Source: an optimization exercise on an open RTL-to-GDS flow (aim: small area, a short achievable clock period and few clock cycles per item). Production flows keep margins and buffers that such runs may drop. Only simulation tests tie the RTL to the original design; equivalence was not proved.

## the reference run
## cpu_top
module cpu_top (
    input  logic                   clk,
    input  logic                   rst_n,
    input  logic                   inst_vld,
    input  logic                   inst_last,
    input  cpu_isa_pkg::op_t       inst_op,
    input  cpu_isa_pkg::inst_id_t  inst_id,
    input  cpu_isa_pkg::reg_id_t   inst_dst_reg,
    input  cpu_isa_pkg::reg_id_t   inst_src_reg0,
    input  cpu_isa_pkg::reg_id_t   inst_src_reg1,
    input  cpu_isa_pkg::imm_t      inst_imm,
    output logic                   fetch_vld,
    output cpu_isa_pkg::pc_t       fetch_pc,
    output cpu_isa_pkg::inst_id_t  fetch_id,
    output logic                   inst_rdy,
    output logic                   write_mem_vld,
    output cpu_isa_pkg::inst_id_t  write_mem_id,
    output cpu_isa_pkg::data_t     write_mem_addr,
    output cpu_isa_pkg::data_t     write_mem_data,
    output logic                   exec_finish
);
==> flow/config.mk <==
export PLATFORM = sky130hd
export DESIGN_NAME = cpu_top
export DESIGN_NICKNAME = cpu_top
export VERILOG_FILES = /design/flow/design.v
export SDC_FILE = /design/flow/constraint.sdc
export NUM_CORES = 4
export LEC_CHECK = 0
export CAP_MARGIN = 20
export CORE_MARGIN = 2
export CORE_UTILIZATION = 60
export CTS_CLUSTER_DIAMETER = 100
export CTS_CLUSTER_SIZE = 24
export SETUP_SLACK_MARGIN = 3.7
export SLEW_MARGIN = 20
==> flow/constraint.sdc <==
create_clock -name core_clock -period 7.0 [get_ports {clk}]
set_input_delay 1.4000 -clock core_clock [delete_from_list [all_inputs] [get_ports {clk}]]
set_output_delay 1.4000 -clock core_clock [all_outputs]
set_load 0.01 [all_outputs]
standard.sh (not shown) runs the stock make flow with config.mk's settings and CLKGATE_MAP_FILE= SYNTH_SCRIPT=/design/flow/synth_recipe.tcl, a recipe that flattens the netlist after the stock synthesis.
==> flow/flow/run.sh <==
#!/bin/bash
# The standard layout (the standard.sh, unchanged synthesis) with two
# changes: the port buffers are sky130 buf cells, which the timing repair
# may resize, instead of the delay-buffer cell buffer_ports picks by default;
# and the clock tree is built without dummy loads. make's output goes to
# make_flow.log; each ORFS step keeps its own log under orfs/logs.
set -euo pipefail
export BUFFER_PORTS_ARGS="-buffer_cell sky130_fd_sc_hd__buf_2"
export CTS_ARGS="-sink_clustering_enable -repair_clock_nets -dont_use_dummy_load -sink_clustering_size 24 -sink_clustering_max_diameter 100"
bash standard.sh > make_flow.log 2>&1
No stage failed in the reference run, and the final checks on the layout all came back clean.
Testbench counts of the reference run, summed over its fixed seeds: cycles 23,762, insts 22,445.
Here is what was changed in the inputs of the trial run compared with the reference run.
--- a/flow/design.v
+++ b/flow/design.v
@@ -490,18 +490,19 @@
     localparam int W = 16;
     cpu_isa_pkg::pc_t      pc_q;
     logic                  last_acc_q;    
     logic                  fin_q;
     logic                  ib_vld;
     logic                  ib_last;
     cpu_isa_pkg::op_t      ib_op;
     cpu_isa_pkg::reg_id_t  ib_dst;
     logic [3:0]            ib_s0_lo, ib_s0_hi, ib_s1_lo, ib_s1_hi;
+    cpu_isa_pkg::imm_t     ib_imm;
     logic                  x_we;          
     logic                  x_mul;         
     logic                  x_st;          
     logic                  x_last;        
     logic                  x_add, x_cmp, x_shl, x_shr;
     cpu_isa_pkg::reg_id_t  x_dst;
     cpu_isa_pkg::inst_id_t x_id;          
     cpu_isa_pkg::data_t    x_a, x_b;
     logic [W/2-1:0]        x_one, x_two;   
@@ -563,24 +564,21 @@
         end
     end
     always_ff @(posedge clk) begin
         if (inst_rdy) begin
             ib_last <= inst_last;
             ib_op   <= inst_op;
             ib_dst  <= inst_dst_reg;
             ib_s0_lo <= 4'(1) << inst_src_reg0[1:0];
             ib_s0_hi <= 4'(1) << inst_src_reg0[3:2];
-            if (inst_op == cpu_isa_pkg::OP_ADD_IMM) begin
-                {ib_s1_hi, ib_s1_lo} <= inst_imm;
-            end else begin
-                ib_s1_lo <= 4'(1) << inst_src_reg1[1:0];
-                ib_s1_hi <= 4'(1) << inst_src_reg1[3:2];
-            end
+            ib_s1_lo <= 4'(1) << inst_src_reg1[1:0];
+            ib_s1_hi <= 4'(1) << inst_src_reg1[3:2];
+            ib_imm  <= inst_imm;
         end
     end
     reg_file u_reg_file (
         .clk      (clk),
         .rst_n    (rst_n),
         .rd_lo0   (ib_s0_lo),
         .rd_hi0   (ib_s0_hi),
         .rd_lo1   (ib_s1_lo),
         .rd_hi1   (ib_s1_hi),
@@ -623,19 +621,19 @@
         x_shl <= d_shl;
         x_shr <= d_shr;
         x_dst <= ib_dst;
         for (int i = 0; i < W; i++) x_a[i] <= d_shr ? val_a[W-1-i] : val_a[i];
         for (int i = 0; i < W / 2; i++) begin
             x_one[i] <= val_b[2*i] ^ (i == 0 ? 1'b0 : val_b[2*i-1]);
             x_two[i] <= (val_b[2*i+1] & ~val_b[2*i] & ~(i == 0 ? 1'b0 : val_b[2*i-1])) |
                         (~val_b[2*i+1] & val_b[2*i] & (i == 0 ? 1'b0 : val_b[2*i-1]));
         end
-        if (d_addi)     x_b <= cpu_isa_pkg::data_t'({ib_s1_hi, ib_s1_lo});
+        if (d_addi)     x_b <= cpu_isa_pkg::data_t'(ib_imm);
         else if (d_cmp) x_b <= ~val_b;
         else            x_b <= val_b;
     end
     int_unit u_int_unit (
         .is_add (x_add),
         .is_cmp (x_cmp),
         .is_shl (x_shl),
         .is_shr (x_shr),
         .a      (x_a),
Notes after the runs:
Delta (the trial run minus the reference run): share of the synthesized area in compound gates (AO/OA/AOI/OAI) -0.49 points, register bit total from synthesis +8, post-layout instance area ~0 delta, number of instances in the synthesized netlist +1.6%.
For the reference run, the critical path capture point was u_reg_file.regs[1][0]$_DFFE_PP_, unlike the trial run, where it was u_reg_file.regs[8][0]$_DFFE_PP_.
In the trial run, fraction of area in registers is higher than in the reference run.
Relative to the reference run, the routed wire length measured on the trial run has increased slightly.
The final reports for the trial run and the reference run show met2 usage in global routing higher in the former.
Testbench counts of the trial run, summed over its fixed seeds: cycles 23,762, insts 22,445.

-- static timing again, ports no longer ideal --
How much do the figures lean on ideal ports? The routed layouts below were timed once more, with nothing changed but the port constraints.
Step 1, drivers: a clkbuf_16 drives clk and a buf_2 each remaining input, both assumed.
Step 2 moves the port delays by t, midway between the first and last clock arrival at a register: inputs arrive t later, outputs are due t later. That takes back most of the time a late clock gives input paths.
Three values: ideal, step 1, step 2; two values: the first two.
run	t, ns	setup WS [ns]	worst hold slack (ns)	clock arrival spread, ns
the reference run	0.610	3.734 / 3.721 / 3.721	0.437 / 0.437 / 0.437	0.041 / 0.042
the trial run	0.607	3.747 / 3.717 / 3.717	0.461 / 0.461 / 0.461	0.028 / 0.028
After both steps every run listed still meets setup and hold. For the trial run, which loses most, drivers alone change the setup slack by -0.030 ns; drivers and shift together by -0.030 ns.
